Source: an optimization exercise on an open RTL-to-GDS flow (aim: small area, a short achievable clock period and few clock cycles). Production flows keep margins and buffers that such runs may drop.
At most, simulation tests tie the RTL to the original design; equivalence was not proved.
No functional check of the RTL was part of runs 1 and 2.
Power and IR drop assume default switching activity.

--- design/flow/flow/run.sh ---
#!/bin/bash
# Standard layout (bash standard.sh), with two settings passed to ORFS's make:
#  - SETUP_SLACK_MARGIN: timing repair aims for this much setup slack at the design's
#    clock period, i.e. for a shorter period than the design's;
#  - BUFFER_PORTS_ARGS: every input and output port still gets its buffer, as a buf_1
#    (the repair steps may resize it) instead of the default delay-cell buffer.
set -euo pipefail
bash standard.sh SETUP_SLACK_MARGIN=5.3 "BUFFER_PORTS_ARGS=-buffer_cell sky130_fd_sc_hd__buf_1" finish > standard_flow.log 2>&1
--- design/flow/constraint.sdc ---
create_clock -name core_clock -period 8.0 [get_ports {clk_i}]
set_input_delay 1.6000 -clock core_clock [delete_from_list [all_inputs] [get_ports {clk_i}]]
set_output_delay 1.6000 -clock core_clock [all_outputs]
set_load 0.01 [all_outputs]
--- design/flow/standard.sh ---
#!/bin/bash
# synth_recipe.tcl (not shown) runs the flow's synth.tcl, then flattens the netlist and writes it again
# the make line also repeats each setting of config.mk as NAME=value (left out here)
make -C /OpenROAD-flow-scripts/flow DESIGN_CONFIG=/design/flow/config.mk WORK_HOME=/design/flow/orfs CLKGATE_MAP_FILE= SYNTH_SCRIPT=/design/flow/synth_recipe.tcl "${@:-finish}"
--- design/flow/config.mk ---
export PLATFORM = sky130hd
export DESIGN_NAME = matrix_saddle_point_count
export DESIGN_NICKNAME = matrix_saddle_point_count
export VERILOG_FILES = /design/flow/design.v
export SDC_FILE = /design/flow/constraint.sdc
export NUM_CORES = 4
export LEC_CHECK = 0
export ABC_AREA = 1
export CAP_MARGIN = 20
export CORE_MARGIN = 2
export CORE_UTILIZATION = 65
export CTS_BUF_LIST = sky130_fd_sc_hd__clkbuf_4 sky130_fd_sc_hd__clkbuf_8
export CTS_CLUSTER_DIAMETER = 50
export CTS_CLUSTER_SIZE = 16
export PLACE_DENSITY = 0.75
export SLEW_MARGIN = 20
export SYNTH_MEMORY_MAX_BITS = 16384
--- design/flow/design.v ---
package msp_pkg;
  localparam int DATA_W    = 32;
  localparam int CFG_W     = 5;
  localparam int CFG_IDX_W = 1;
  localparam int COUNT_W   = 10;
  localparam int CFG_MAX   = 31;
  typedef enum logic [CFG_IDX_W-1:0] {
    REG_ROW_COUNT = 1'b0,
    REG_COL_COUNT = 1'b1
  } msp_reg_e;
  typedef enum logic [2:0] {
    ST_LOAD,
    ST_FETCH,
    ST_CMP,
    ST_DRAIN,
    ST_ACC,
    ST_EMIT
  } msp_state_e;
  typedef struct packed {
    logic load;
    logic start;
    logic fetch;
    logic compare;
    logic accum;
    logic emit;
  } msp_cmd_t;
  typedef struct packed {
    logic load_last;
    logic cmp_last;
    logic elem_last;
  } msp_status_t;
endpackage
module msp_cmp (
  input  logic [31:0] a_i,
  input  logic [31:0] b_i,
  output logic        gt_o,    
  output logic        eq_o     
);
  logic [31:0] a, b;
  logic [31:0] g0, l0;
  logic [15:0] g1, l1;
  logic [7:0]  g2, l2;
  logic [3:0]  g3, l3;
  logic [1:0]  g4, l4;
  logic        g5, l5;
  assign a = {~a_i[31], a_i[30:0]};
  assign b = {~b_i[31], b_i[30:0]};
  assign g0 = a & ~b;
  assign l0 = ~a & b;
  for (genvar i = 0; i < 16; i++) begin : g_l1
    assign g1[i] = g0[2*i+1] | (~l0[2*i+1] & g0[2*i]);
    assign l1[i] = l0[2*i+1] | (~g0[2*i+1] & l0[2*i]);
  end
  for (genvar i = 0; i < 8; i++) begin : g_l2
    assign g2[i] = g1[2*i+1] | (~l1[2*i+1] & g1[2*i]);
    assign l2[i] = l1[2*i+1] | (~g1[2*i+1] & l1[2*i]);
  end
  for (genvar i = 0; i < 4; i++) begin : g_l3
    assign g3[i] = g2[2*i+1] | (~l2[2*i+1] & g2[2*i]);
    assign l3[i] = l2[2*i+1] | (~g2[2*i+1] & l2[2*i]);
  end
  for (genvar i = 0; i < 2; i++) begin : g_l4
    assign g4[i] = g3[2*i+1] | (~l3[2*i+1] & g3[2*i]);
    assign l4[i] = l3[2*i+1] | (~g3[2*i+1] & l3[2*i]);
  end
  assign g5 = g4[1] | (~l4[1] & g4[0]);
  assign l5 = l4[1] | (~g4[1] & l4[0]);
  assign gt_o = g5;
  assign eq_o = ~g5 & ~l5;
endmodule
module matrix_saddle_point_count #(
  parameter int MAX_ROWS = 16,
  parameter int MAX_COLS = 16
) (
  input  logic                              clk_i,
  input  logic                              rst_ni,
  input  logic                              elem_valid_i,
  output logic                              elem_ready_o,
  input  logic signed [msp_pkg::DATA_W-1:0] elem_value_i,
  output logic                              count_valid_o,
  input  logic                              count_ready_i,
  output logic [msp_pkg::COUNT_W-1:0]       count_o,
  input  logic                              cfg_we_i,
  input  logic [msp_pkg::CFG_IDX_W-1:0]     cfg_idx_i,
  input  logic [msp_pkg::CFG_W-1:0]         cfg_data_i
);
  localparam int DW = msp_pkg::DATA_W;
  typedef logic signed [DW-1:0] data_t;
  logic [3:0] rows_m1, cols_m1;    
  logic [3:0] ring_m1_q;           
  logic [3:0] ring_m1_d;
  function automatic logic [3:0] eff_m1(input logic [4:0] v);
    logic [4:0] t;
    t = v - 5'd1;
    if (v == 5'd0)       eff_m1 = 4'd0;
    else if (v > 5'd16)  eff_m1 = 4'd15;
    else                 eff_m1 = t[3:0];
  endfunction
  assign ring_m1_d = (cols_m1 == 4'd0) ? 4'd1 : cols_m1;
  function automatic logic [3:0] inc_ring(input logic [3:0] v, input logic [3:0] m1);
    inc_ring = (v == m1) ? 4'd0 : v + 4'd1;
  endfunction
  logic       ready_q;
  logic       ld_first_q;       
  logic [3:0] ld_col_q;         
  logic [3:0] ld_row_q;         
  logic       ld_lastcol_q;     
  logic       ld_lastrow_q;     
  logic [3:0] ring_col_q;       
  logic       acc;
  data_t      x_q;
  logic       x_v_q, x_row0_q, x_last_q;
  logic       count_valid_q;
  logic [1:0] count_q;
  assign acc = elem_valid_i & ready_q;
  data_t h_min_q, h_max_q;
  data_t t_min_q, t_max_q;
  data_t s7_min_q [7];
  data_t s7_max_q [7];
  data_t s4_min_q [4];
  data_t s4_max_q [4];
  data_t s2_min_q [2];
  data_t s2_max_q [2];
  data_t s1_min_q, s1_max_q;
  data_t m7_min, m7_max, m4_min, m4_max, m2_min, m2_max, m1_min, m1_max;
  logic  use7_q, use4_q, use2_q, use1_q;
  logic  use7, use4, use2, use1;
  logic [3:0] seg_len;    
  logic [2:0] seg_rem;
  assign seg_len = ring_m1_d - 4'd1;
  assign use7    = (seg_len >= 4'd7);
  assign seg_rem = use7 ? seg_len[2:0] + 3'd1 : seg_len[2:0];
  assign use4    = seg_rem[2];
  assign use2    = seg_rem[1];
  assign use1    = seg_rem[0];
  assign m7_min = use7_q ? s7_min_q[6] : t_min_q;
  assign m7_max = use7_q ? s7_max_q[6] : t_max_q;
  assign m4_min = use4_q ? s4_min_q[3] : m7_min;
  assign m4_max = use4_q ? s4_max_q[3] : m7_max;
  assign m2_min = use2_q ? s2_min_q[1] : m4_min;
  assign m2_max = use2_q ? s2_max_q[1] : m4_max;
  assign m1_min = use1_q ? s1_min_q : m2_min;
  assign m1_max = use1_q ? s1_max_q : m2_max;
  logic       lt_min, eq_min, gt_max, eq_max;
  logic       gt_rmax, eq_rmax, lt_rmin, eq_rmin;
  logic       take_min, take_max;
  data_t      rmax_q, rmin_q;
  logic [3:0] rmax_idx_q, rmin_idx_q;
  logic       rmax_ok_q, rmin_ok_q;       
  logic [3:0] c1_idx_q, c2_idx_q;
  logic       c1_ok_q, c2_ok_q;
  logic       x_c0, x_lastcol;
  logic       up_rmax, up_rmin;
  logic       rmax_ok_d, rmin_ok_d;
  logic [3:0] rmax_idx_d, rmin_idx_d;
  logic       hit1, hit2;
  logic       c1_ok_d, c2_ok_d;
  msp_cmp u_cmp_min  (.a_i(h_min_q), .b_i(x_q), .gt_o(lt_min),  .eq_o(eq_min));
  msp_cmp u_cmp_max  (.a_i(x_q), .b_i(h_max_q), .gt_o(gt_max),  .eq_o(eq_max));
  msp_cmp u_cmp_rmax (.a_i(x_q), .b_i(rmax_q),  .gt_o(gt_rmax), .eq_o(eq_rmax));
  msp_cmp u_cmp_rmin (.a_i(rmin_q), .b_i(x_q),  .gt_o(lt_rmin), .eq_o(eq_rmin));
  assign x_c0      = (ring_col_q == 4'd0);
  assign x_lastcol = (ring_col_q == cols_m1);
  assign take_min = x_v_q & (x_row0_q | lt_min);
  assign take_max = x_v_q & (x_row0_q | gt_max);
  assign up_rmax = x_c0 | gt_rmax;
  assign up_rmin = x_c0 | lt_rmin;
  always_comb begin
    if (up_rmax) begin
      rmax_ok_d  = x_row0_q | lt_min;
      rmax_idx_d = ring_col_q;
    end else begin
      rmax_ok_d  = rmax_ok_q & ~eq_rmax;
      rmax_idx_d = rmax_idx_q;
    end
    if (up_rmin) begin
      rmin_ok_d  = x_row0_q | gt_max;
      rmin_idx_d = ring_col_q;
    end else begin
      rmin_ok_d  = rmin_ok_q & ~eq_rmin;
      rmin_idx_d = rmin_idx_q;
    end
  end
  assign hit1 = (ring_col_q == c1_idx_q) & (lt_min | eq_min);
  assign hit2 = (ring_col_q == c2_idx_q) & (gt_max | eq_max);
  assign c1_ok_d = x_lastcol ? (rmax_ok_d | (~x_row0_q & c1_ok_q & ~hit1)) : (c1_ok_q & ~hit1);
  assign c2_ok_d = x_lastcol ? (rmin_ok_d | (~x_row0_q & c2_ok_q & ~hit2)) : (c2_ok_q & ~hit2);
  always_ff @(posedge clk_i) begin
    x_q <= elem_value_i;
    h_min_q <= m1_min;
    h_max_q <= m1_max;
    t_min_q <= take_min ? x_q : h_min_q;
    t_max_q <= take_max ? x_q : h_max_q;
    s7_min_q[0] <= t_min_q;
    s7_max_q[0] <= t_max_q;
    for (int k = 1; k < 7; k++) begin
      s7_min_q[k] <= s7_min_q[k-1];
      s7_max_q[k] <= s7_max_q[k-1];
    end
    s4_min_q[0] <= m7_min;
    s4_max_q[0] <= m7_max;
    for (int k = 1; k < 4; k++) begin
      s4_min_q[k] <= s4_min_q[k-1];
      s4_max_q[k] <= s4_max_q[k-1];
    end
    s2_min_q[0] <= m4_min;
    s2_max_q[0] <= m4_max;
    s2_min_q[1] <= s2_min_q[0];
    s2_max_q[1] <= s2_max_q[0];
    s1_min_q <= m2_min;
    s1_max_q <= m2_max;
    if (x_v_q) begin
      if (up_rmax) rmax_q <= x_q;
      if (up_rmin) rmin_q <= x_q;
      rmax_idx_q <= rmax_idx_d;
      rmin_idx_q <= rmin_idx_d;
      rmax_ok_q  <= rmax_ok_d;
      rmin_ok_q  <= rmin_ok_d;
      c1_ok_q    <= c1_ok_d;
      c2_ok_q    <= c2_ok_d;
      if (x_lastcol) begin
        if (rmax_ok_d) c1_idx_q <= rmax_idx_d;
        if (rmin_ok_d) c2_idx_q <= rmin_idx_d;
      end
    end
  end
  logic [3:0] rows_m1_d, cols_m1_d;
  logic       ld_first_d, ld_lastcol_d, ld_lastrow_d;
  logic [3:0] ld_col_d, ld_row_d, ring_col_d;
  logic       count_valid_d, ready_d;
  logic       done;
  assign done = x_v_q & x_last_q;
  logic       cv_next;
  logic       ready_cfg, ready_acc, ready_hold;
  logic [3:0] ring_col_p2, ld_col_p1;
  logic       cfg_last, acc_last, acc_match;
  assign cv_next     = done | (count_valid_q & ~count_ready_i);
  assign ring_col_p2 = inc_ring(inc_ring(ring_col_q, ring_m1_q), ring_m1_q);
  assign ld_col_p1   = ld_lastcol_q ? 4'd0 : ld_col_q + 4'd1;
  assign cfg_last    = (cfg_data_i[4:1] == 4'd0)
                       & (cfg_idx_i ? (rows_m1 == 4'd0) : (cols_m1 == 4'd0));
  assign ready_cfg   = ~(cfg_last & cv_next);
  assign acc_last    = ld_lastcol_q ? ((cols_m1 == 4'd0) & (ld_lastrow_q ? (rows_m1 == 4'd0)
                                                                           : (ld_row_q + 4'd1 == rows_m1)))
                                    : ((ld_col_q + 4'd1 == cols_m1) & ld_lastrow_q);
  assign acc_match   = ld_first_q ? (ld_col_p1 == 4'd1) : (ring_col_p2 == ld_col_p1);
  assign ready_acc   = ((ld_lastcol_q & ld_lastrow_q) | acc_match)
                       & ~(acc_last & (cv_next | (ld_lastcol_q & ld_lastrow_q)));
  assign ready_hold  = (ld_first_q | (ring_col_p2 == ld_col_q))
                       & ~(ld_lastcol_q & ld_lastrow_q & cv_next);
  always_comb begin
    rows_m1_d    = rows_m1;
    cols_m1_d    = cols_m1;
    ld_first_d   = ld_first_q;
    ld_col_d     = ld_col_q;
    ld_row_d     = ld_row_q;
    ld_lastcol_d = ld_lastcol_q;
    ld_lastrow_d = ld_lastrow_q;
    ring_col_d   = (acc & ld_first_q) ? 4'd0 : inc_ring(ring_col_q, ring_m1_q);
    if (cfg_we_i) begin
      if (cfg_idx_i == 1'b0) rows_m1_d = eff_m1(cfg_data_i);
      else                   cols_m1_d = eff_m1(cfg_data_i);
      ld_first_d   = 1'b1;
      ld_col_d     = 4'd0;
      ld_row_d     = 4'd0;
      ld_lastcol_d = cfg_idx_i ? (cfg_data_i[4:1] == 4'd0) : (cols_m1 == 4'd0);
      ld_lastrow_d = cfg_idx_i ? (rows_m1 == 4'd0) : (cfg_data_i[4:1] == 4'd0);
    end else if (acc) begin
      ld_first_d = ld_lastcol_q & ld_lastrow_q;
      if (ld_lastcol_q) begin
        ld_col_d     = 4'd0;
        ld_lastcol_d = (cols_m1 == 4'd0);
        if (ld_lastrow_q) begin
          ld_row_d     = 4'd0;
          ld_lastrow_d = (rows_m1 == 4'd0);
        end else begin
          ld_row_d     = ld_row_q + 4'd1;
          ld_lastrow_d = (ld_row_q + 4'd1 == rows_m1);
        end
      end else begin
        ld_col_d     = ld_col_q + 4'd1;
        ld_lastcol_d = (ld_col_q + 4'd1 == cols_m1);
      end
    end
    count_valid_d = done | (count_valid_q & ~count_ready_i);
    ready_d = cfg_we_i ? ready_cfg : (acc ? ready_acc : ready_hold);
  end
  always_ff @(posedge clk_i or negedge rst_ni) begin
    if (!rst_ni) begin
      rows_m1       <= 4'd3;
      cols_m1       <= 4'd3;
      ring_m1_q     <= 4'd3;
      use7_q        <= 1'b0;
      use4_q        <= 1'b0;
      use2_q        <= 1'b1;
      use1_q        <= 1'b0;
      ld_first_q    <= 1'b1;
      ld_col_q      <= 4'd0;
      ld_row_q      <= 4'd0;
      ld_lastcol_q  <= 1'b0;
      ld_lastrow_q  <= 1'b0;
      ring_col_q    <= 4'd0;
      ready_q       <= 1'b0;
      x_v_q         <= 1'b0;
      x_row0_q      <= 1'b0;
      x_last_q      <= 1'b0;
      count_valid_q <= 1'b0;
      count_q       <= 2'd0;
    end else begin
      rows_m1       <= rows_m1_d;
      cols_m1       <= cols_m1_d;
      ring_m1_q     <= ring_m1_d;
      use7_q        <= use7;
      use4_q        <= use4;
      use2_q        <= use2;
      use1_q        <= use1;
      ld_first_q    <= ld_first_d;
      ld_col_q      <= ld_col_d;
      ld_row_q      <= ld_row_d;
      ld_lastcol_q  <= ld_lastcol_d;
      ld_lastrow_q  <= ld_lastrow_d;
      ring_col_q    <= ring_col_d;
      ready_q       <= ready_d;
      x_v_q         <= acc;
      x_row0_q      <= (ld_row_q == 4'd0);
      x_last_q      <= ld_lastcol_q & ld_lastrow_q;
      count_valid_q <= count_valid_d;
      if (done) count_q <= {c1_ok_d & c2_ok_d, c1_ok_d ^ c2_ok_d};
    end
  end
  assign elem_ready_o  = ready_q;
  assign count_valid_o = count_valid_q;
  assign count_o       = {{(msp_pkg::COUNT_W-2){1'b0}}, count_q};
endmodule
==> flow_summary.json, run 1 <==
{
  "status": "no timing/DRC/antenna violations",
  "layout-drive-gt1-share_pct": 11.52,
  "grt_pass1_vias": 18770,
  "setup_viol": 0,
  "crit_buf_inv": 1,
  "yosys_most_used_dff": "dfxtp_1",
  "worst_ep_required_time_ps": 6400,
  "finalCriticalPeriod_ps": 2899,
  "wl_per_cell_um": 16.04,
  "stdcell_area_um2": 35530,
  "drc": 0,
  "critPathMaxFanout": 2,
  "use_met2_pct": 36.92,
  "cts_tree": "built",
  "area_growth_pct": 7.917,
  "rsz0062_at_grt": "yes",
  "maxSlewHeadroom_pct": 34.38,
  "cts.path.max_buffers": 3,
  "pin_count": 55,
  "p_per_area_nw_per_um2": 419.2,
  "yosysUniqueCellTypes": 54,
  "netlist_area_um2": 32920,
  "synth-async-reset-ratio_pct": 3.226,
  "clk_latency_ps": 720,
  "drv_slew": 0,
  "n_fill_cell": 3573,
  "vias_per_cell": 5.148,
  "cap_violations": 0,
  "place_area_um2": 33590,
  "diodes": 0,
  "final_cells": 3693,
  "ys_warn_count": 7,
  "grt_start_max_net_pins": 83,
  "rows": 82,
  "startpoint_type": "flop",
  "hold_class": "flop to flop",
  "cts_root_buf": "clkbuf_8",
  "worstMarginPinSlew_ps": 984.3,
  "fin_setup_tns_ps": 0,
  "gp_congestion": 0.9269,
  "clock-sinks": 1178,
  "hold_viol_final": 0,
  "drt_first_iter_violations": 1171,
  "holdWs_ps": 320.1,
  "design.die.area_um2": 52460,
  "cp_slowest_stage_delay_ps": 430,
  "irDropWorstVdd_uv": 257.5,
  "timing.final.crit_share_pct": 36.23,
  "r2r_cells": 14,
  "hold_path_depth": 0,
  "fp.dieH_um": 229.0,
  "die_w_um": 229.0,
  "use_met3_pct": 3.698,
  "met1_usage_pct": 31.71,
  "dr_total_vias": 19010,
  "end_kind": "primary output",
  "synth_top_area_share_pct": 64.22,
  "ant_nets": 0,
  "clk_pin_slew_ps": 100,
  "firstDrtPassIters": 5,
  "num-nets-final": 3040,
  "placement.io_buffers": 46,
  "ys_ff_latch": 1178,
  "gr-total-overflow": 0,
  "dpl.hpwl_mm": 36.51,
  "crit_family": "flip-flops",
  "routed_wirelength_mm": 59.25,
  "worstSetupPathDepth": 1,
  "hold_buffers": 0,
  "start_util_pct": 65.75,
  "cp_cell_sequence": "buf_2",
  "syn_inst": 2900,
  "synth_top_cell_by_area": "dfxtp_1",
  "synth_edf_count": 84,
  "ys_seq_area_share_pct": 74.80,
  "numPlacedInstances": 3550,
  "power_leakage_nw": 15.52,
  "cts_made_buffers": 87,
  "core-area_um2": 50070,
  "antenna_found_initial": 0,
  "grt_pass1_wl_mm": 95.93,
  "fmax_mhz": 345.0,
  "grt_busiest_layer": "met2",
  "htreeDepth": 3,
  "syn_area_per_cell_um2": 11.35,
  "yosys-top-cells-area": "dfxtp_1, nand2_1, edfxtp_1, dfrtp_1, mux2_2",
  "worst_path_max_delay_cell": "dfrtp_1",
  "ys_top_cells_by_count": "dfxtp_1, nand2_1, nor2_1",
  "fin_util_pct": 70.95,
  "grt_use_total_pct": 22.87,
  "critPathArrivalTime_ps": 1300,
  "critical_path_class": "flop to primary output",
  "yosysMostFrequentCell": "dfxtp_1",
  "finClkSkew_ps": 37.43
}
-- cell type report --
type | count | area [um^2] | area share [%]
Sequential cell | 1178 | 24660 | 69.40
Multi-Input combinational cell | 1488 | 7411 | 20.86
Clock buffer | 110 | 1401 | 3.945
Tap cell | 672 | 840.8 | 2.367
Inverter | 161 | 636.9 | 1.793
Timing Repair Buffer | 71 | 447.9 | 1.261
Clock inverter | 13 | 131.4 | 0.3698
-- sequential cells by signal (all words and copies together), names as in the netlist, 32 cells and up --
name	flops
s7_max_q	224
s7_min_q	224
s4_max_q	128
s4_min_q	128
s2_max_q	64
s2_min_q	64
h_max_q	32
h_min_q	32
rmax_q	32
rmin_q	32
s1_max_q	32
s1_min_q	32
t_max_q	32
t_min_q	32
x_q	32
-- through the flow --
stage          setup slack (ps)  power, W
2_1_floorplan              5480   0.01101
3_3_place_gp               4987   0.01179
3_5_place_dp               4951   0.01197
4_1_cts                    5039   0.01495
5_1_grt                    5058   0.01578
6_report                   5101   0.01489
-- kinds of logic (layout without fill, tap and decap cells) --
kind of cell | Yosys count | in the layout | synth area share (%)
flip-flops | 1178 | 1178 | 74.80
XOR/XNOR | 28 | 28 | 0.7449
AND/OR/NAND/NOR | 1031 | 1033 | 12.57
buffers and inverters | 243 | 355 | 3.212
AO/OA/AOI/OAI | 343 | 343 | 6.024
multiplexers | 66 | 66 | 2.258
adder cells (fa/ha/maj) | 10 | 10 | 0.3801
other | 1 | 8 | 0.01139
-- what timing repair did --
item,in CTS,in global routing
gates resized for setup,11,58
gates cloned,2,0
buffers inserted,8,10
pin swaps,4,4
setup endpoints to repair,101,119
-- worst paths after layout --
| path | end | slack (ps) | from |
|---|---|---|---|
| min in group asynchronous | use7_q | 1030 | rst_ni |
| worst min register to register | s7_max_q[6][26] | 320 | s7_max_q[5][26] |
| worst max-delay path | count_o[1] | 5100 | count_q[1] |
| worst max register to register | count_q[0] | 5280 | x_q[22] |
| max in group asynchronous | use7_q | 6280 | rst_ni |
| worst min-delay path | s7_max_q[6][26] | 320 | s7_max_q[5][26] |
-- per-layer routing --
| layer | share of wire [%] | wire length [um] |
|---|---|---|
| met5 | 0 | 0 |
| met4 | 2.6 | 1537 |
| met3 | 4.6 | 2736 |
| met2 | 46 | 27240 |
| met1 | 47 | 27740 |
-- layout by cell type, fill, tap and decap left out, drive strengths merged, types with 2 or more instances in the layout --
master	instances
clkbuf	112
o21a	14
a31oi	104
xor2	24
a21oi	50
nor2	168
clkinvlp	7
or2	13
nand4	6
o21ai	140
edfxtp	84
o211ai	7
mux2	66
inv	162
nand2	760
and2	2
a21boi	3
nor3	35
nand3	40
dfxtp	1056
nor4	5
o22ai	11
buf	69
nor2b	2
o31ai	7
dfstp	8
a31o	3
ha	10
xnor2	4
conb	8
clkinv	4
o221ai	2
dfrtp	30
-- report_power, final --
part	total [W]	internal (W)	switching (W)
registers	0.00926	0.00842	0.000838
logic	0.00272	0.000956	0.00176
clock network	0.00292	0.00118	0.00174
==> inputs of run 2 (changes only) <==
--- a/design/flow/config.mk
+++ b/design/flow/config.mk
@@ -10,8 +10,8 @@
 export CORE_MARGIN = 2
 export CORE_UTILIZATION = 65
 export CTS_BUF_LIST = sky130_fd_sc_hd__clkbuf_4 sky130_fd_sc_hd__clkbuf_8
-export CTS_CLUSTER_DIAMETER = 50
-export CTS_CLUSTER_SIZE = 16
+export CTS_CLUSTER_DIAMETER = 45
+export CTS_CLUSTER_SIZE = 22
 export PLACE_DENSITY = 0.75
 export SLEW_MARGIN = 20
 export SYNTH_MEMORY_MAX_BITS = 16384
==> run 2 against run 1 <==
Largest cell class unchanged. Sequential share of layout area is 0.89 points lower. Clock-buffer cell count down 12. Via count is 0.77% higher. Still clean. Register-to-register slack is essentially flat. Critical path depth unchanged. Clock skew up 3.6 ps. Power increased by 3.2%.
==> flow_summary.json, run 2 <==
{
  "status": "no timing/DRC/antenna violations",
  "pin_count": 55,
  "final_cell_mix": "dfxtp_1, nand2_1, nor2_1",
  "hold_path_depth": 0,
  "drc": 0,
  "seq_area_um2": 24660,
  "ys_top_cells_by_count": "dfxtp_1, nand2_1, nor2_1",
  "finalCriticalPeriod_ps": 2918,
  "routed_wirelength_mm": 59.38,
  "grt_use_total_pct": 22.87,
  "clk_latency_ps": 720,
  "clk_pin_slew_ps": 120,
  "die_w_um": 229.0,
  "ff2ff_setup_slack_ps": 5280,
  "critPathMaxFanout": 2,
  "cts_made_buffers": 86,
  "htreeDepth": 3,
  "timing.final.crit_share_pct": 36.47,
  "setup_viol": 0,
  "fp.dieH_um": 229.0,
  "synth_edf_count": 84,
  "dpl.hpwl_mm": 36.51,
  "drt_first_iter_violations": 1275,
  "final_cells": 3722,
  "grt_start_max_net_pins": 83,
  "grt_pass1_vias": 18760,
  "worstMarginPinSlew_ps": 981.3,
  "gr-total-overflow": 0,
  "reg.largest.list": "s7_max_q: 224 flops, s7_min_q: 224 flops",
  "dr_total_vias": 19160,
  "start_util_pct": 65.75,
  "cts_tree": "built",
  "yosysUniqueCellTypes": 54,
  "synth_top_area_share_pct": 64.22,
  "placement.io_buffers": 46,
  "end_kind": "primary output",
  "syn_area_per_cell_um2": 11.35,
  "hold_buffers": 0,
  "cts_root_buf": "clkbuf_8",
  "worst_ep_required_time_ps": 6400,
  "mostFrequentLayoutCell": "dfxtp_1",
  "power_leakage_nw": 15.71,
  "layout-drive-gt1-share_pct": 12.43,
  "crit_buf_inv": 1,
  "hold_viol_final": 0,
  "netlist_area_um2": 32920,
  "crit_family": "flip-flops",
  "critPathArrivalTime_ps": 1320,
  "finClkSkew_ps": 41.03,
  "timing.rr.end": "count_q[0]",
  "worst_hold_startpoint": "s7_max_q[1][5]",
  "n_fill_cell": 3504,
  "synth-async-reset-ratio_pct": 3.226,
  "worst_path_max_delay_cell": "dfrtp_1",
  "multiInputGateArea_um2": 7415,
  "critical_path_class": "flop to primary output",
  "antenna_found_initial": 0,
  "timing.rr.start": "x_q[15]",
  "core-area_um2": 50070,
  "num-nets-final": 3038,
  "hold_end": "s7_max_q[2][5]",
  "maxSlewHeadroom_pct": 34.58,
  "rsz0062_at_grt": "yes",
  "hold_class": "flop to flop",
  "firstDrtPassIters": 6,
  "gp_congestion": 0.9269,
  "grt_pass1_wl_mm": 95.98,
  "vias_per_cell": 5.147,
  "cp_slowest_stage_delay_ps": 440,
  "fin_util_pct": 71.89,
  "rows": 82,
  "drv_slew": 0,
  "ys_seq_area_share_pct": 74.80,
  "cap_violations": 0,
  "irDropWorstVdd_uv": 268.2,
  "yosysMostFrequentCell": "dfxtp_1",
  "diodes": 0,
  "fin_setup_tns_ps": 0,
  "startpoint_type": "flop",
  "synth_top_cell_by_area": "dfxtp_1",
  "design.die.area_um2": 52460,
  "r2r_cells": 18,
  "yosys-top-cells-area": "dfxtp_1, nand2_1, edfxtp_1, dfrtp_1, mux2_2",
  "wl_per_cell_um": 15.95,
  "area_growth_pct": 9.339,
  "ys_warn_count": 7,
  "ys_ff_latch": 1178,
  "yosys_most_used_dff": "dfxtp_1",
  "cts.path.max_buffers": 3,
  "syn_inst": 2900,
  "cp_cell_sequence": "buf_2",
  "numPlacedInstances": 3550,
  "fmax_mhz": 342.7,
  "p_per_area_nw_per_um2": 426.9,
  "clock-sinks": 1178,
  "ant_nets": 0
}
==> run 2: per-stage QoR <==
step | worst slack, ps | hold WS, ps | total power, W | instance area, um^2
4_1_cts | 5010 | 315.2 | 0.01541 | 35760
3_5_place_dp | 4951 | 312.1 | 0.01197 | 33590
2_1_floorplan | 5480 | 309.6 | 0.01101 | 32960
3_3_place_gp | 4987 | 309.8 | 0.01179 | 33590
5_1_grt | 5031 | 319.9 | 0.01626 | 35990
6_report | 5082 | 315.4 | 0.01537 | 35990
==> run 2: per-layer routing <==
layer / vias to the layer above / global-route usage (%) / share of wire, %
met2: 496 / 36.81 / 45
met3: 134 / 3.735 / 4.6
li1: 9528 / - / -
met5: - / 0 / 0
met4: 0 / 7.752 / 2.7
met1: 8998 / 31.82 / 47
==> run 2: final cells by class <==
type / instances / area share [%]
sequential: 1178 / 68.52
multi-input combinational: 1488 / 20.60
clock buffer: 98 / 3.591
tap: 672 / 2.336
clock inverter: 55 / 1.968
inverter: 161 / 1.773
timing repair buffer: 69 / 1.203
timing repair inverter: 1 / 0.01390
==> run 2: worst max-delay path by stage <==
stage,end,cells after the start,start
after floorplan,rows_m1[3],8,cfg_data_i[0]
after global placement,rmin_q[18],10,x_q[31]
after detailed placement,rmax_q[19],8,x_q[30]
after CTS,count_o[0],1,count_q[0]
after global routing,count_o[1],1,count_q[1]
final,count_o[1],1,count_q[1]
==> run 2: kinds of logic after synthesis <==
kind of cell	count (synthesis)	synth area share [%]
other	1	0.01139
buffers and inverters	243	3.212
muxes	66	2.258
and+or+nand+nor	1031	12.57
adders and majority gates	10	0.3801
DFF	1178	74.80
xor gates and xnor gates	28	0.7449
AOI/OAI and AO/OA	343	6.024
==> run 2: report_power, final <==
group          switching [W]  internal [W]
sequential          0.000839       0.00841
combinational        0.00176      0.000956
clock                0.00204       0.00136
==> run 2: what timing repair did <==
action                                  in CTS  in global routing
resized for setup                            9                 63
gates cloned                                 2                  1
setup buffers                                9                  7
endpoints found under the setup margin     110                141
pin swaps                                    5                  3
==> inputs of run 3 (changes only) <==
--- a/design/flow/design.v
+++ b/design/flow/design.v
@@ -133,14 +133,14 @@
   assign use4    = seg_rem[2];
   assign use2    = seg_rem[1];
   assign use1    = seg_rem[0];
-  assign m7_min = use7_q ? s7_min_q[6] : t_min_q;
-  assign m7_max = use7_q ? s7_max_q[6] : t_max_q;
-  assign m4_min = use4_q ? s4_min_q[3] : m7_min;
-  assign m4_max = use4_q ? s4_max_q[3] : m7_max;
-  assign m2_min = use2_q ? s2_min_q[1] : m4_min;
-  assign m2_max = use2_q ? s2_max_q[1] : m4_max;
-  assign m1_min = use1_q ? s1_min_q : m2_min;
-  assign m1_max = use1_q ? s1_max_q : m2_max;
+  assign m7_min = ~(use7_q ? s7_min_q[6] : t_min_q);
+  assign m7_max = ~(use7_q ? s7_max_q[6] : t_max_q);
+  assign m4_min = ~(use4_q ? s4_min_q[3] : m7_min);
+  assign m4_max = ~(use4_q ? s4_max_q[3] : m7_max);
+  assign m2_min = ~(use2_q ? s2_min_q[1] : m4_min);
+  assign m2_max = ~(use2_q ? s2_max_q[1] : m4_max);
+  assign m1_min = ~(use1_q ? s1_min_q : m2_min);
+  assign m1_max = ~(use1_q ? s1_max_q : m2_max);
   logic       lt_min, eq_min, gt_max, eq_max;
   logic       gt_rmax, eq_rmax, lt_rmin, eq_rmin;
   logic       take_min, take_max;
==> design/flow/config.mk (replaced) <==
export PLATFORM = sky130hd
export DESIGN_NAME = matrix_saddle_point_count
export DESIGN_NICKNAME = matrix_saddle_point_count
export VERILOG_FILES = /design/flow/design.v
export SDC_FILE = /design/flow/constraint.sdc
export NUM_CORES = 4
export LEC_CHECK = 0
export CAP_MARGIN = 20
export CORE_MARGIN = 2
export CORE_UTILIZATION = 65
export CTS_BUF_LIST = sky130_fd_sc_hd__clkbuf_4 sky130_fd_sc_hd__clkbuf_8
export CTS_CLUSTER_DIAMETER = 50
export CTS_CLUSTER_SIZE = 16
export PLACE_DENSITY = 0.75
export SLEW_MARGIN = 20
export SYNTH_MEMORY_MAX_BITS = 16384
==> run 3 against run 2 <==
Still clean. Clock power is 8.8% lower. Clock-buffer cell count is 15 higher. Fmax is 12% lower. Core utilization is 2.5 points higher. Cell count is 14% lower. Sequential share of layout area is 2.5 points lower. Power is 2.4% higher. Setup slack worse by 400 ps. Die area is 0.73% higher. Flip-flop and latch count stayed put. Sequential power is 4.2% higher. Largest power group unchanged.
==> flow_summary.json, run 3 <==
{
  "rows": 82,
  "muxShareOfSynthArea_pct": 10.61,
  "setup_ws_ps": 4686,
  "grt_pass1_wl_mm": 91.69,
  "crit_buf_inv": 3,
  "gp_congestion": 0.8199,
  "final_cell_mix": "dfxtp_1, mux2i_1, clkbuf_8",
  "firstDrtPassIters": 5,
  "reg.largest.list": "s7_max_q: 224 flops, s7_min_q: 224 flops",
  "crit_family": "compound AO/OA/AOI/OAI gates",
  "ys_seq_area_share_pct": 74.25,
  "cts_root_buf": "clkbuf_8",
  "ys_ff_latch": 1178,
  "ys_top_cells_by_count": "dfxtp_1, mux2i_1, maj3_1",
  "clk_latency_ps": 720,
  "cts_made_buffers": 88,
  "yosys.area_share.simple_pct": 4.199,
  "layout-drive-gt1-share_pct": 17.47,
  "grt_start_max_net_pins": 49,
  "cpMostUsedCell": "buf_4",
  "syn_inst": 2306,
  "htreeDepth": 3,
  "drv_slew": 0,
  "status": "no timing/DRC/antenna violations",
  "synth-adder-area-share_pct": 3.912,
  "mostFrequentLayoutCell": "dfxtp_1",
  "finClkSkew_ps": 45.10,
  "holdWs_ps": 314.9,
  "start_util_pct": 65.97,
  "fp.dieH_um": 229.9,
  "critical_path_class": "flop to flop",
  "yosysUniqueCellTypes": 72,
  "pin_count": 55,
  "placement.io_buffers": 46,
  "fmax_mhz": 301.7,
  "vias_per_cell": 5.189,
  "grt_use_total_pct": 21.99,
  "core-area_um2": 50270,
  "rsz0062_at_grt": "yes",
  "synth_compound_area_share_pct": 3.958,
  "finalCriticalPeriod_ps": 3314,
  "antenna_found_initial": 1,
  "cp_slowest_stage_delay_ps": 400,
  "cts.path.max_buffers": 3,
  "hold_buffers": 0,
  "synth_top_family_by_area": "multiplexers",
  "irDropWorstVdd_uv": 262.3,
  "power_leakage_nw": 15.87,
  "design.die.area_um2": 52840,
  "die_w_um": 229.9,
  "gr-total-overflow": 0,
  "grt_pass1_vias": 17070,
  "synth_edf_count": 84,
  "stdcell_area_um2": 37420,
  "routed_wirelength_mm": 57.42,
  "clock-sinks": 1178,
  "post-place-ws_ps": 3949,
  "yosys-top-cells-area": "dfxtp_1, mux2i_1, edfxtp_1, maj3_1, dfrtp_1",
  "dr_total_vias": 16560,
  "cap_violations": 0,
  "ant_nets": 0,
  "synth_top_cell_by_area": "dfxtp_1",
  "place_area_um2": 34060,
  "dpl.hpwl_mm": 33.84,
  "setup_viol": 0,
  "clk_pin_slew_ps": 110,
  "ys_warn_count": 7,
  "timing.final.crit_share_pct": 41.43,
  "fin_setup_tns_ps": 0,
  "area_growth_pct": 12.82,
  "netlist_area_um2": 33160,
  "drt_first_iter_violations": 961,
  "hold_viol_final": 0,
  "critPathArrivalTime_ps": 3890,
  "cp_cell_sequence": "buf_6 > nand2b_1 > maj3_1 > o211ai_1 > buf_4 > a221oi_4 > a21boi_4 > buf_4 > o211a_1 > a21boi_0 > o21ai_0 > a32o_2 > ha_4 > mux2_2",
  "wl_per_cell_um": 18.00,
  "drc": 0,
  "end_kind": "flop",
  "worst_path_max_delay_cell": "maj3_1",
  "synth_top_area_share_pct": 63.74,
  "startpoint_type": "flop",
  "p_per_area_nw_per_um2": 420.5,
  "syn_area_per_cell_um2": 14.38,
  "worstMarginPinSlew_ps": 1063,
  "synth-async-reset-ratio_pct": 3.226,
  "hold_class": "flop to flop",
  "synth_xor_area_share_pct": 1.030,
  "num-nets-final": 2528,
  "worst_ep_required_time_ps": 8580,
  "yosys_most_used_dff": "dfxtp_1",
  "cts_tree": "built",
  "critPathMaxFanout": 3,
  "maxSlewHeadroom_pct": 29.12,
  "yosysMostFrequentCell": "dfxtp_1"
}
-- run 3: cell count changes in the layout (fill, tap and decap cells not counted), sizes merged, moves of 69 or more --
cell   before  now
inv       185   87
nand2     760   52
maj3        0  116
mux2i       0  276
buf        67  136
o21ai     140   53
nor2      168   44
a31oi     104    6
-- run 3: final timing paths --
path / start / to / slack (ps) / cells after the start
max: x_q[28] / count_q[0] / 4690 / 14
min: s4_max_q[1][3] / s4_max_q[2][3] / 310 / 0
max reg2reg: x_q[28] / count_q[0] / 4690 / 14
min reg2reg: s4_max_q[1][3] / s4_max_q[2][3] / 310 / 0
max in group asynchronous: rst_ni / use7_q / 6250 / 1
min in group asynchronous: rst_ni / ld_row_q[2] / 1040 / 1
-- run 3: metal layers --
metal	global-route usage (%)	wire (um)
met5	0	0
met4	6.875	1260
met3	4.452	2118
met2	34.98	26610
met1	30.56	27440
-- run 3: what timing repair did --
action	CTS	global route
buffers inserted	58	23
setup endpoints to repair	161	162
pin swaps	15	27
gates resized for setup	120	64
cloned	8	2
-- run 3: per-stage QoR --
| stage | instances | utilization (%) | total power [W] |
|---|---|---|---|
| after CTS | 3165 | 73.42 | 0.01561 |
| after global routing | 3191 | 74.43 | 0.01658 |
| after global placement | 2966 | 67.75 | 0.01193 |
| after detailed placement | 2966 | 67.75 | 0.01213 |
| final | 3191 | 74.43 | 0.01573 |
| after floorplan | 2313 | - | 0.01121 |
-- run 3: cell type report --
class	count	area, um^2
multi-input cells	983	8507
flip-flops and latches	1178	24710
diodes	1	2.502
inverters	83	329.1
well taps	672	840.8
clock buffers	113	1430
fillers	3152	12860
clock inverters	20	272.8
repair buffers	141	1320
-- run 3: power by group --
| group | leakage (nW) | switching [W] | internal, W |
|---|---|---|---|
| clock network | 0.882 | 0.00175 | 0.00134 |
| logic | 4.84 | 0.00151 | 0.00149 |
| registers | 10.1 | 0.000997 | 0.00864 |
| total | 15.9 | 0.00426 | 0.0115 |
-- run 3: cells by family (layout without fill, tap and decap cells) --
family                     Yosys count  in the layout
AOI/OAI and AO/OA                  210            210
xor gates and xnor gates            39             39
adders and majority gates          126            126
buffers and inverters              154            357
DFF                               1178           1178
muxes                              336            336
other                                1              9
and+or+nand+nor                    262            264
Testbench counts of run 3, summed over its fixed seeds: cycles 13,850.
==> inputs of run 4 (changes only) <==
--- a/design/flow/config.mk
+++ b/design/flow/config.mk
@@ -5,6 +5,7 @@
 export SDC_FILE = /design/flow/constraint.sdc
 export NUM_CORES = 4
 export LEC_CHECK = 0
+export ABC_AREA = 1
 export CAP_MARGIN = 20
 export CORE_MARGIN = 2
 export CORE_UTILIZATION = 65
==> run 4 against run 3 <==
Still clean. Combinational power shrank 23%. Clock-buffer cell count shrank 3. Sequential power shrank 3.3%. Design area shrank 5.1%. Critical path type is now flop to primary output. Critical endpoint is now count_o[0].
==> flow_summary.json, run 4 <==
{
  "status": "no timing/DRC/antenna violations",
  "timing.final.crit_share_pct": 35.53,
  "p_int_w": 0.01055,
  "grt_use_total_pct": 22.01,
  "cts_made_buffers": 88,
  "ys_ff_latch": 1178,
  "die_w_um": 228.4,
  "clock-sinks": 1178,
  "ys_seq_area_share_pct": 75.26,
  "cts.path.max_buffers": 3,
  "stdcell_area_um2": 35500,
  "diodes": 0,
  "num-nets-final": 2720,
  "timing.rr.start": "x_q[31]",
  "grt_pass1_wl_mm": 90.89,
  "clk_pin_slew_ps": 100,
  "routed_wirelength_mm": 57.36,
  "cap_violations": 0,
  "drv_slew": 0,
  "core-area_um2": 49970,
  "cts_tree": "built",
  "place_area_um2": 33440,
  "finalCriticalPeriod_ps": 2842,
  "final_cell_mix": "dfxtp_1, nand2_1, mux2i_1",
  "critical_path_class": "flop to primary output",
  "fin_setup_tns_ps": 0,
  "critPathArrivalTime_ps": 1240,
  "worst_ep_required_time_ps": 6400,
  "fp.dieH_um": 228.4,
  "rsz0062_at_grt": "yes",
  "finClkSkew_ps": 36.94,
  "drt_first_iter_violations": 1174,
  "critPathMaxFanout": 2,
  "drc": 0,
  "reg.largest.list": "s7_max_q: 224 flops, s7_min_q: 224 flops",
  "ys_top_cells_by_count": "dfxtp_1, nand2_1, mux2i_1",
  "cp_slowest_stage_delay_ps": 410,
  "gp_congestion": 0.8737,
  "mostFrequentLayoutCell": "dfxtp_1",
  "crit_family": "flip-flops",
  "syn_area_per_cell_um2": 12.80,
  "wl_per_cell_um": 16.99,
  "setup.worst_path.end": "count_o[0]",
  "irDropWorstVdd_uv": 288.4,
  "clkPwrFrac_pct": 20.3,
  "grt_pass1_vias": 17540,
  "worst_path_max_delay_cell": "dfrtp_1",
  "design.die.area_um2": 52150,
  "area_growth_pct": 8.501,
  "cp_cell_sequence": "buf_2",
  "yosys_most_used_dff": "dfxtp_1",
  "hold_class": "flop to flop",
  "power.total_w": 0.01462,
  "synth_top_cell_by_area": "dfxtp_1",
  "hold_path_depth": 0,
  "end_kind": "primary output",
  "numPlacedInstances": 3224,
  "ys_warn_count": 7,
  "cts_root_buf": "clkbuf_8",
  "hold_viol_final": 0,
  "syn_inst": 2557,
  "combinationalPowerShare_pct": 15.9,
  "power_switching_w": 0.004072,
  "dpl.hpwl_mm": 36.01,
  "n_fill_cell": 3413,
  "worstMarginPinSlew_ps": 911.7,
  "final_cells": 3375,
  "synth-async-reset-ratio_pct": 3.226,
  "setup_viol": 0,
  "clk_latency_ps": 700,
  "startpoint_type": "flop",
  "vias_per_cell": 5.183,
  "gr-total-overflow": 0,
  "power_leakage_nw": 15.36,
  "grt_start_max_net_pins": 65,
  "timing.rr.end": "count_q[0]",
  "maxSlewHeadroom_pct": 39.22,
  "ant_nets": 0,
  "yosys-top-cells-area": "dfxtp_1, mux2i_1, edfxtp_1, nand2_1, dfrtp_1",
  "swShare_pct": 27.85,
  "yosysUniqueCellTypes": 51,
  "setup.worst_path.start": "count_q[0]",
  "p_per_area_nw_per_um2": 411.8,
  "start_util_pct": 65.48,
  "antenna_found_initial": 2,
  "synth_edf_count": 84,
  "r2r_cells": 15,
  "fmax_mhz": 351.8,
  "worst_hold_startpoint": "s4_min_q[1][17]",
  "ff2ff_setup_slack_ps": 5300,
  "pin_count": 55,
  "yosysMostFrequentCell": "dfxtp_1",
  "synth_top_area_share_pct": 64.61,
  "worstSetupPathDepth": 1,
  "rows": 82,
  "crit_buf_inv": 1,
  "dr_total_vias": 17490,
  "netlist_area_um2": 32720,
  "seqPwrFrac_pct": 63.8,
  "htreeDepth": 3,
  "firstDrtPassIters": 5,
  "placement.io_buffers": 46,
  "layout-drive-gt1-share_pct": 11.95
}
==> run 4: cell types whose count changed after synthesis, sizes merged, moves of 51 or more <==
cell and change:
nand2b -54, mux2 -58, o21ai +87, nand2 +324, maj3 -116, nor2b -51, inv +75, nor2 +56
==> run 4: logic make-up (layout without fill, tap and decap cells) <==
| logic type | after synthesis | in the layout | share of synthesized area [%] |
|---|---|---|---|
| AOI/OAI and AO/OA | 280 | 280 | 5.190 |
| xor gates and xnor gates | 29 | 29 | 0.7763 |
| adders and majority gates | 10 | 10 | 0.3824 |
| buffers and inverters | 221 | 357 | 3.010 |
| DFF | 1178 | 1178 | 75.26 |
| muxes | 258 | 258 | 7.901 |
| other | 1 | 8 | 0.01146 |
| and+or+nand+nor | 580 | 583 | 7.469 |
==> run 4: stage by stage <==
step | hold WS [ps] | util (%) | setup WS (ps)
floorplan | 309.6 | - | 5327
global placement | 309.8 | 66.92 | 4997
detailed placement | 312.1 | 66.92 | 4899
CTS | 316.2 | 70.48 | 5082
global route | 323.9 | 71.05 | 5096
finish | 313.5 | 71.05 | 5158
==> run 4: worst min path at each step <==
stage                            endpoint  slack, ps
after global routing      s7_min_q[5][15]        320
after floorplan            s2_max_q[1][0]        310
after CTS                  s4_max_q[3][2]        320
final                     s4_min_q[2][17]        310
after detailed placement  s4_max_q[3][11]        310
after global placement    s7_min_q[1][21]        310
==> run 4: per-layer routing <==
metal	global-route usage, %	wire, um	vias up
li1	-	-	8576
met1	30.94	27100	8353
met2	34.53	25790	440
met3	3.743	2559	124
met4	8.456	1902	0
met5	0	0	-
==> run 4: what timing repair did <==
item / 4_1_cts / 5_1_grt
pin swaps: 6 / 7
cloned: 2 / 1
setup buffers: 10 / 12
hold buffers: 0 / 0
gates resized for setup: 31 / 54
setup endpoints to repair: 135 / 130
==> run 4: power groups by stage <==
| stage | Sequential [W] | Clock, W | Combinational (W) |
|---|---|---|---|
| 6_report | 0.00932 | 0.00297 | 0.00232 |
| 5_1_grt | 0.00956 | 0.00328 | 0.00257 |
| 4_1_cts | 0.00935 | 0.00306 | 0.00227 |
| 3_5_place_dp | 0.00944 | 0 | 0.00221 |
| 3_3_place_gp | 0.00934 | 0 | 0.00212 |
| 2_1_floorplan | 0.00888 | 0 | 0.00188 |
==> run 4: final cells by class <==
type / instances / area (um^2) / share of cell area (%)
repair buffers: 73 / 441.7 / 1.244
multi-input cells: 1168 / 7316 / 20.61
inverters: 158 / 633.1 / 1.783
clock buffers: 110 / 1433 / 4.036
clock inverters: 16 / 158.9 / 0.4476
well taps: 672 / 840.8 / 2.369
flip-flops and latches: 1178 / 24680 / 69.51
==> inputs of run 5 (changes only) <==
--- a/design/flow/design.v
+++ b/design/flow/design.v
@@ -223,6 +223,7 @@
         if (rmin_ok_d) c2_idx_q <= rmin_idx_d;
       end
     end
+    if (done) count_q <= {c1_ok_d & c2_ok_d, c1_ok_d ^ c2_ok_d};
   end
   logic [3:0] rows_m1_d, cols_m1_d;
   logic       ld_first_d, ld_lastcol_d, ld_lastrow_d;
@@ -305,7 +306,6 @@
       x_row0_q      <= 1'b0;
       x_last_q      <= 1'b0;
       count_valid_q <= 1'b0;
-      count_q       <= 2'd0;
     end else begin
       rows_m1       <= rows_m1_d;
       cols_m1       <= cols_m1_d;
@@ -325,7 +325,6 @@
       x_row0_q      <= (ld_row_q == 4'd0);
       x_last_q      <= ld_lastcol_q & ld_lastrow_q;
       count_valid_q <= count_valid_d;
-      if (done) count_q <= {c1_ok_d & c2_ok_d, c1_ok_d ^ c2_ok_d};
     end
   end
   assign elem_ready_o  = ready_q;
==> run 5 against run 4 <==
Now fails the layout checks on max-capacitance violations, max-slew violations. Setup slack worse by 56 ps. Synthesized area decreased by 0.57%. Sequential share of layout area rose by 0.32 points. Register-to-register slack gained 130 ps. Critical path depth stayed put. Cell count did not move. Clock skew up 4.9 ps. First-iteration DRC count is 12% lower. Wire length up 0.44%. Die area down 0.56%. Flip-flop and latch count did not move.
==> flow_summary.json, run 5 <==
{
  "yosysUniqueCellTypes": 50,
  "synth-async-reset-ratio_pct": 3.056,
  "critPathArrivalTime_ps": 1300,
  "synth_top_area_share_pct": 64.98,
  "reg.largest.list": "s7_max_q: 224 flops, s7_min_q: 224 flops",
  "cp_cell_sequence": "clkbuf_2",
  "die_w_um": 227.7,
  "placement.io_buffers": 46,
  "timing.rr.start": "x_q[19]",
  "startpoint_type": "flop",
  "so_faults": "max-capacitance violations, max-slew violations",
  "synth_compound_area_share_pct": 4.754,
  "ff2ff_setup_slack_ps": 5430,
  "cts.path.max_buffers": 3,
  "synth_edf_count": 86,
  "rsz0062_at_grt": "yes",
  "hold_class": "flop to flop",
  "clock-sinks": 1178,
  "drt_first_iter_violations": 1031,
  "htreeDepth": 3,
  "cp_slowest_stage_delay_ps": 450,
  "finClkSkew_ps": 41.82,
  "fmax_mhz": 345.0,
  "vias_per_cell": 5.099,
  "netlist_area_um2": 32530,
  "maxSlewHeadroom_pct": -10.62,
  "grt_pass1_wl_mm": 88.67,
  "cts_made_buffers": 86,
  "rows": 81,
  "p_per_area_nw_per_um2": 411.9,
  "fin_setup_tns_ps": 0,
  "synth_xor_area_share_pct": 0.7538,
  "layout-drive-gt1-share_pct": 10.51,
  "firstDrtPassIters": 5,
  "gp_congestion": 0.8061,
  "muxShareOfSynthArea_pct": 7.877,
  "multiInputGateArea_um2": 7208,
  "mostFrequentLayoutCell": "dfxtp_1",
  "end_kind": "primary output",
  "worst_path_max_delay_cell": "edfxtp_1",
  "setup.worst_path.start": "count_q[1]",
  "drc": 0,
  "finalCriticalPeriod_ps": 2899,
  "crit_family": "flip-flops",
  "core-area_um2": 49150,
  "area_growth_pct": 8.646,
  "routed_wirelength_mm": 57.61,
  "n_fill_cell": 3338,
  "cts_root_buf": "clkbuf_8",
  "grt_start_max_net_pins": 65,
  "num-nets-final": 2727,
  "dpl.hpwl_mm": 34.67,
  "crit_buf_inv": 1,
  "seq_area_um2": 24680,
  "setup_viol": 0,
  "diodes": 0,
  "pin_count": 55,
  "wl_per_cell_um": 17.07,
  "critical_path_class": "flop to primary output",
  "hold_buffers": 0,
  "synth_top_family_by_area": "multiplexers",
  "worst_hold_startpoint": "s4_max_q[1][30]",
  "antenna_found_initial": 0,
  "syn_inst": 2562,
  "hold_viol_final": 0,
  "ys_warn_count": 7,
  "ys_seq_area_share_pct": 75.72,
  "status": "complete, but fails checks",
  "cts_tree": "built",
  "synth-adder-area-share_pct": 0.3846,
  "design.die.area_um2": 51850,
  "fp.dieH_um": 227.7,
  "yosys_most_used_dff": "dfxtp_1",
  "worst_ep_required_time_ps": 6400,
  "grt_pass1_vias": 16950,
  "yosysMostFrequentCell": "dfxtp_1",
  "critPathMaxFanout": 1,
  "ys_top_cells_by_count": "dfxtp_1, nand2_1, mux2i_1",
  "gr-total-overflow": 0,
  "irDropWorstVdd_uv": 319.9,
  "clk_pin_slew_ps": 110,
  "cap_violations": 1,
  "ys_ff_latch": 1178,
  "start_util_pct": 66.18,
  "drv_slew": 24,
  "yosys.area_share.simple_pct": 7.631,
  "timing.final.crit_share_pct": 36.23,
  "power_leakage_nw": 15.28,
  "yosys-top-cells-area": "dfxtp_1, edfxtp_1, mux2i_1, nand2_1, dfrtp_1",
  "clk_latency_ps": 710,
  "worstMarginPinSlew_ps": 1659,
  "grt_use_total_pct": 21.43,
  "dr_total_vias": 17210,
  "final_cell_mix": "dfxtp_1, nand2_1, mux2i_1",
  "synth_top_cell_by_area": "dfxtp_1",
  "ant_nets": 0,
  "syn_area_per_cell_um2": 12.70,
  "holdWs_ps": 311.5
}
[run 5: final cells by class]
| class | count | share of cell area (%) |
|---|---|---|
| clock buffers | 114 | 4.032 |
| clock inverters | 11 | 0.3859 |
| inverters | 151 | 1.713 |
| multi-input cells | 1184 | 20.39 |
| flip-flops and latches | 1178 | 69.83 |
| well taps | 664 | 2.351 |
| repair buffers | 72 | 1.278 |
| repair inverters | 1 | 0.01416 |
[run 5: report_power, final]
group | internal, W | leakage [nW] | switching [W]
logic | 0.000969 | 4.35 | 0.00144
clock network | 0.00122 | 0.823 | 0.00173
registers | 0.00834 | 10.1 | 0.000865
total | 0.0105 | 15.3 | 0.00403
[run 5: stage by stage]
stage | power (W) | instances | instance area (um^2) | setup slack [ps] | utilization (%)
final | 0.01456 | 3375 | 35340 | 5101 | 71.91
after global routing | 0.01537 | 3375 | 35340 | 5041 | 71.91
after CTS | 0.01457 | 3352 | 34900 | 5026 | 71.01
after detailed placement | 0.01159 | 3224 | 33260 | 4860 | 67.66
after global placement | 0.01142 | 3224 | 33260 | 4907 | 67.66
after floorplan | 0.01071 | 2569 | 32560 | 5419 | -
[run 5: cell families after synthesis]
| logic type | count (synthesis) |
|---|---|
| xor+xnor | 28 |
| other cells | 1 |
| mux | 256 |
| fa+ha+maj | 10 |
| simple gates | 603 |
| compound gates | 274 |
| flops | 1178 |
| buf+inv | 212 |
[run 5: path summary, 6_finish.rpt]
kind,depth (start not counted),end
setup / recovery,1,count_o[1]
hold / removal,0,s4_max_q[2][30]
setup reg to reg,15,count_q[0]
hold reg to reg,0,s4_max_q[2][30]
max in group asynchronous,1,use7_q
min in group asynchronous,1,rows_m1[2]
[run 5: repair_timing]
action | CTS | global route
setup buffers | 3 | 16
gates cloned | 0 | 7
pin swaps | 0 | 4
setup endpoints to repair | 118 | 143
resized for setup | 13 | 81
[run 5: per-layer routing]
| layer | track usage [%] | part of all wire (%) | vias up |
|---|---|---|---|
| met5 | 0 | 0 | - |
| met4 | 6.600 | 2.6 | 0 |
| met3 | 3.834 | 4.2 | 107 |
| met2 | 32.98 | 44 | 338 |
| met1 | 31.19 | 49 | 8165 |
| li1 | - | - | 8599 |
Testbench counts of run 5, summed over its fixed seeds: cycles 13,850.
==> inputs of run 6 (changes only) <==
--- a/design/flow/config.mk
+++ b/design/flow/config.mk
@@ -15,3 +15,4 @@
 export PLACE_DENSITY = 0.75
 export SLEW_MARGIN = 20
 export SYNTH_MEMORY_MAX_BITS = 16384
+export TNS_END_PERCENT = 10
==> run 6 against run 5 <==
The run now finishes clean. Sequential share of layout area up 0.68 points. Register-to-register slack worse by 160 ps. Worst hold slack better by 3.9 ps. Combinational power down 5%. Non-clock buffer count down 18. Largest cell class unchanged. Highest routed layer unchanged.
==> flow_summary.json, run 6 <==
{
  "synth-adder-area-share_pct": 0.3846,
  "pin_count": 55,
  "start_util_pct": 66.18,
  "synth_top_family_by_area": "multiplexers",
  "rsz0062_at_grt": "yes",
  "diodes": 0,
  "grt_start_max_net_pins": 65,
  "cts_made_buffers": 86,
  "drc": 0,
  "synth_edf_count": 86,
  "ff2ff_setup_slack_ps": 5270,
  "end_kind": "primary output",
  "vias_per_cell": 5.104,
  "synth_xor_area_share_pct": 0.7538,
  "rows": 81,
  "n_fill_cell": 3413,
  "layout-drive-gt1-share_pct": 8.070,
  "cp_slowest_stage_delay_ps": 440,
  "cts_root_buf": "clkbuf_8",
  "dpl.hpwl_mm": 34.67,
  "gr-total-overflow": 0,
  "stdcell_area_um2": 34970,
  "grt_pass1_vias": 16890,
  "cts_tree": "built",
  "worst_path_max_delay_cell": "edfxtp_1",
  "clock-sinks": 1178,
  "critPathArrivalTime_ps": 1290,
  "synth_compound_area_share_pct": 4.754,
  "gp_congestion": 0.8061,
  "fin_util_pct": 71.15,
  "die_w_um": 227.7,
  "p_per_area_nw_per_um2": 413.4,
  "worstMarginPinSlew_ps": 1391,
  "startpoint_type": "flop",
  "yosysUniqueCellTypes": 50,
  "drv_slew": 0,
  "muxShareOfSynthArea_pct": 7.877,
  "ys_top_cells_by_count": "dfxtp_1, nand2_1, mux2i_1",
  "worst_ep_required_time_ps": 6400,
  "critical_path_class": "flop to primary output",
  "synth-async-reset-ratio_pct": 3.056,
  "ys_ff_latch": 1178,
  "num-nets-final": 2705,
  "cap_violations": 0,
  "ys_warn_count": 7,
  "routed_wirelength_mm": 55.96,
  "syn_inst": 2562,
  "wl_per_cell_um": 16.69,
  "yosys_most_used_dff": "dfxtp_1",
  "final_cells": 3353,
  "syn_area_per_cell_um2": 12.70,
  "fmax_mhz": 345.8,
  "design.die.area_um2": 51850,
  "drt_first_iter_violations": 1017,
  "crit_buf_inv": 1,
  "critPathMaxFanout": 1,
  "finalCriticalPeriod_ps": 2892,
  "dr_total_vias": 17110,
  "clk_pin_slew_ps": 110,
  "core-area_um2": 49150,
  "htreeDepth": 3,
  "crit_family": "flip-flops",
  "finClkSkew_ps": 40.50,
  "irDropWorstVdd_uv": 319.3,
  "setup_viol": 0,
  "final_cell_mix": "dfxtp_1, nand2_1, mux2i_1",
  "timing.final.crit_share_pct": 36.15,
  "clk_latency_ps": 700,
  "ys_seq_area_share_pct": 75.72,
  "maxSlewHeadroom_pct": 7.254,
  "numPlacedInstances": 3224,
  "hold_buffers": 0,
  "mostFrequentLayoutCell": "dfxtp_1",
  "grt_pass1_wl_mm": 88.21,
  "hold_viol_final": 0,
  "area_growth_pct": 7.500,
  "yosys.area_share.simple_pct": 7.631,
  "yosysMostFrequentCell": "dfxtp_1",
  "firstDrtPassIters": 7,
  "yosys-top-cells-area": "dfxtp_1, edfxtp_1, mux2i_1, nand2_1, dfrtp_1",
  "fp.dieH_um": 227.7,
  "grt_use_total_pct": 21.29,
  "synth_top_cell_by_area": "dfxtp_1",
  "status": "no timing/DRC/antenna violations",
  "antenna_found_initial": 0,
  "cts.path.max_buffers": 3,
  "netlist_area_um2": 32530,
  "cp_cell_sequence": "clkbuf_2",
  "hold_class": "flop to flop",
  "placement.io_buffers": 46,
  "reg.largest.list": "s7_max_q: 224 flops, s7_min_q: 224 flops",
  "ant_nets": 0,
  "fin_setup_tns_ps": 0,
  "place_area_um2": 33260,
  "power_leakage_nw": 15.14,
  "synth_top_area_share_pct": 64.98
}
-- run 6: cell count changes in the layout (fill, tap and decap cells not counted), moves of 4 or more --
cell	delta
nand2_2	-8
dfrtp_2	-4
nand2_1	+7
buf_4	-13
o21ai_2	-6
o21ai_1	+5
dfrtp_1	+4
dfxtp_2	-7
clkinv_1	+5
clkinvlp_4	-5
dfxtp_1	+9
-- run 6: metrics by stage --
step / setup slack (ps) / hold slack (ps) / power, W
global placement: 4907 / 309.7 / 0.01142
global route: 5041 / 328.4 / 0.01527
floorplan: 5419 / 309.6 / 0.01071
finish: 5108 / 315.4 / 0.01446
detailed placement: 4860 / 312.1 / 0.01159
CTS: 5026 / 326.7 / 0.01456
-- run 6: logic make-up (layout without fill, tap and decap cells) --
family	count (synthesis)	after routing
AO/OA/AOI/OAI	274	274
XOR/XNOR	28	28
adder cells (fa/ha/maj)	10	10
buffers and inverters	212	330
flip-flops	1178	1178
multiplexers	256	256
other	1	8
AND/OR/NAND/NOR	603	605
-- run 6: cell type report --
class	count	area [um^2]	area share [%]
tap	664	830.8	2.376
clock inverter	11	136.4	0.3900
sequential	1178	24660	70.52
multi-input combinational	1181	7087	20.26
inverter	151	584.3	1.671
timing repair buffer	54	247.7	0.7084
clock buffer	114	1425	4.075
-- run 6: routing by layer --
metal / track usage, % / vias to the layer above / part of all wire, %
met1: 31.04 / 8137 / 50
met5: 0 / - / 0
met2: 32.73 / 318 / 44
li1: - / 8554 / -
met4: 6.600 / 0 / 2.6
met3: 3.759 / 104 / 3.9
-- run 6: final timing paths --
kind	from	depth (start not counted)	to
min in group asynchronous	rst_ni	1	rows_m1[2]
max reg2reg	ring_col_q[0]	17	ready_q
min reg2reg	s4_max_q[1][30]	0	s4_max_q[2][30]
max in group asynchronous	rst_ni	1	use7_q
min	s4_max_q[1][30]	0	s4_max_q[2][30]
max	count_q[1]	1	count_o[1]
-- run 6: what timing repair did --
action                                  4_1_cts  5_1_grt
pin swaps                                     0        0
endpoints found under the setup margin      118      173
gates cloned                                  0        2
setup buffers                                 1        1
resized for setup                             5       33
-- run 6: report_power, final --
| group | total (W) | internal (W) | switching, W |
|---|---|---|---|
| Sequential | 0.00921 | 0.00834 | 0.000877 |
| Combinational | 0.00230 | 0.000920 | 0.00138 |
| Clock | 0.00295 | 0.00122 | 0.00172 |
| Total | 0.0145 | 0.0105 | 0.00398 |
==> inputs of run 7 (changes only) <==
--- a/design/flow/config.mk
+++ b/design/flow/config.mk
@@ -9,10 +9,9 @@
 export CAP_MARGIN = 20
 export CORE_MARGIN = 2
 export CORE_UTILIZATION = 65
-export CTS_BUF_LIST = sky130_fd_sc_hd__clkbuf_4 sky130_fd_sc_hd__clkbuf_8
-export CTS_CLUSTER_DIAMETER = 50
-export CTS_CLUSTER_SIZE = 16
+export CTS_BUF_LIST = sky130_fd_sc_hd__clkbuf_16
+export CTS_CLUSTER_DIAMETER = 80
+export CTS_CLUSTER_SIZE = 30
 export PLACE_DENSITY = 0.75
 export SLEW_MARGIN = 20
 export SYNTH_MEMORY_MAX_BITS = 16384
-export TNS_END_PERCENT = 10
==> run 7 against run 6 <==
The layout now fails its checks (max-capacitance violations, max-slew violations). Flip-flop and latch count unchanged. Die area is the same. Cell count is 0.95% lower. Largest power group unchanged. First-iteration DRC count rose by 16%. Setup slack better by 70 ps. Wire length is 1.5% higher. Power shrank 0.40%. Core utilization grew 0.33 points. Worst hold slack gained 3.6 ps.
==> flow_summary.json, run 7 <==
{
  "ys_warn_count": 7,
  "clk_latency_ps": 620,
  "ant_nets": 0,
  "hold_buffers": 0,
  "num-nets-final": 2690,
  "ys_top_cells_by_count": "dfxtp_1, nand2_1, mux2i_1",
  "cp_cell_sequence": "clkbuf_2",
  "critical_path_class": "flop to primary output",
  "timing.rr.end": "count_q[0]",
  "gp_congestion": 0.8061,
  "vias_per_cell": 5.107,
  "grt_pass1_wl_mm": 87.18,
  "cts_made_buffers": 46,
  "dpl.hpwl_mm": 34.67,
  "cts_tree": "built",
  "maxSlewHeadroom_pct": -3.793,
  "synth-async-reset-ratio_pct": 3.056,
  "netlist_area_um2": 32530,
  "synth_edf_count": 86,
  "cts.path.max_buffers": 3,
  "htreeDepth": 2,
  "critPathArrivalTime_ps": 1220,
  "clk_pin_slew_ps": 100,
  "die_w_um": 227.7,
  "mostFrequentLayoutCell": "dfxtp_1",
  "worst_path_max_delay_cell": "edfxtp_1",
  "yosys_most_used_dff": "dfxtp_1",
  "status": "complete, but fails checks",
  "grt_start_max_net_pins": 65,
  "worstMarginPinSlew_ps": 1557,
  "startpoint_type": "flop",
  "firstDrtPassIters": 5,
  "rsz0062_at_grt": "yes",
  "yosys-top-cells-area": "dfxtp_1, edfxtp_1, mux2i_1, nand2_1, dfrtp_1",
  "drv_slew": 23,
  "hold_end": "s7_max_q[6][21]",
  "r2r_cells": 15,
  "hold_class": "flop to flop",
  "start_util_pct": 66.18,
  "fmax_mhz": 354.3,
  "power.total_w": 0.01440,
  "worstSetupPathDepth": 1,
  "area_growth_pct": 8.004,
  "pin_count": 55,
  "worst_hold_startpoint": "s7_max_q[5][21]",
  "dr_total_vias": 16960,
  "drt_first_iter_violations": 1178,
  "ff2ff_setup_slack_ps": 5410,
  "final_cell_mix": "dfxtp_1, nand2_1, mux2i_1",
  "ys_ff_latch": 1178,
  "finalCriticalPeriod_ps": 2822,
  "cts_root_buf": "clkbuf_16",
  "clock-sinks": 1178,
  "drc": 0,
  "synth_top_area_share_pct": 64.98,
  "critPathMaxFanout": 1,
  "cap_violations": 1,
  "yosysMostFrequentCell": "dfxtp_1",
  "grt_use_total_pct": 21.03,
  "antenna_found_initial": 0,
  "reg.largest.list": "s7_max_q: 224 flops, s7_min_q: 224 flops",
  "so_faults": "max-capacitance violations, max-slew violations",
  "ys_seq_area_share_pct": 75.72,
  "timing.rr.start": "x_q[19]",
  "syn_area_per_cell_um2": 12.70,
  "hold_path_depth": 0,
  "core-area_um2": 49150,
  "crit_family": "flip-flops",
  "syn_inst": 2562,
  "synth_top_cell_by_area": "dfxtp_1",
  "grt_pass1_vias": 16550,
  "end_kind": "primary output",
  "p_per_area_nw_per_um2": 409.8,
  "fin_setup_tns_ps": 0,
  "placement.io_buffers": 46,
  "finClkSkew_ps": 20.49,
  "timing.final.crit_share_pct": 35.28,
  "cp_slowest_stage_delay_ps": 450,
  "power_leakage_nw": 15.19,
  "routed_wirelength_mm": 56.81,
  "rows": 81,
  "fp.dieH_um": 227.7,
  "crit_buf_inv": 1,
  "design.die.area_um2": 51850,
  "yosysUniqueCellTypes": 50,
  "layout-drive-gt1-share_pct": 8.358,
  "hold_viol_final": 0,
  "wl_per_cell_um": 17.11,
  "gr-total-overflow": 0,
  "setup_viol": 0,
  "worst_ep_required_time_ps": 6400,
  "irDropWorstVdd_uv": 325.9
}
-- run 7: logic make-up (layout without fill, tap and decap cells) --
kind of cell             Yosys count  after routing  synth area share [%]
XOR/XNOR                          28             28                0.7538
buffers and inverters            212            295                 2.865
adder cells (fa/ha/maj)           10             10                0.3846
AO/OA/AOI/OAI                    274            274                 4.754
multiplexers                     256            256                 7.877
flip-flops                      1178           1178                 75.72
AND/OR/NAND/NOR                  603            607                 7.631
other                              1              9               0.01153
-- run 7: worst max-delay path by stage --
stage	from	end
5_1_grt	count_q[1]	count_o[1]
3_5_place_dp	x_q[29]	rmax_q[3]
3_3_place_gp	x_q[21]	rmax_q[2]
6_report	count_q[0]	count_o[0]
2_1_floorplan	x_q[31]	rmin_q[0]
4_1_cts	count_q[1]	count_o[1]
-- run 7: per-stage QoR --
stage                     area [um^2]  hold slack (ps)  setup WS (ps)  utilization (%)  cells
after CTS                       34670            317.8           5122            70.53   3294
after detailed placement        33260            312.1           4860            67.66   3224
after global routing            35130            323.3           5134            71.48   3320
after floorplan                 32560            309.6           5419                -   2569
after global placement          33260            309.7           4907            67.66   3224
final                           35130            319.0           5178            71.48   3321
-- run 7: layer usage --
layer	vias to the layer above	global-route usage (%)	share of wire (%)
met1	8054	30.96	50
li1	8515	-	-
met2	321	33.37	45
met5	-	0	0
met4	0	5.037	2.0
met3	70	2.772	3.9
-- run 7: report_power, final --
part,switching (W),internal [W]
combinational,0.00143,0.000982
clock,0.00167,0.00111
sequential,0.000881,0.00833
total,0.00398,0.0104
-- run 7: cell type report --
class                           count  area (um^2)
Sequential cell                  1178        24680
Antenna cell                        1        2.502
Tap cell                          664        830.8
Timing Repair Buffer               77        494.2
Clock inverter                     20        135.1
Clock buffer                       47         1176
Multi-Input combinational cell   1183         7207
Fill cell                        3357        14020
Inverter                          151        605.6
-- run 7: timing repair --
item                       CTS  global route
resized for setup           21            76
setup endpoints to repair  127           143
pin swaps                    0             4
setup buffers                3            20
cloned                       0             6

Re-timed with assumed drivers on the ports (clkbuf_16 on the clock, buf_2 on other inputs), run 7 has 5.120 ns of setup slack against 5.178 ns with ideal ports, and 4.998 ns once port delays also move by the mid clock arrival of 0.669 ns.
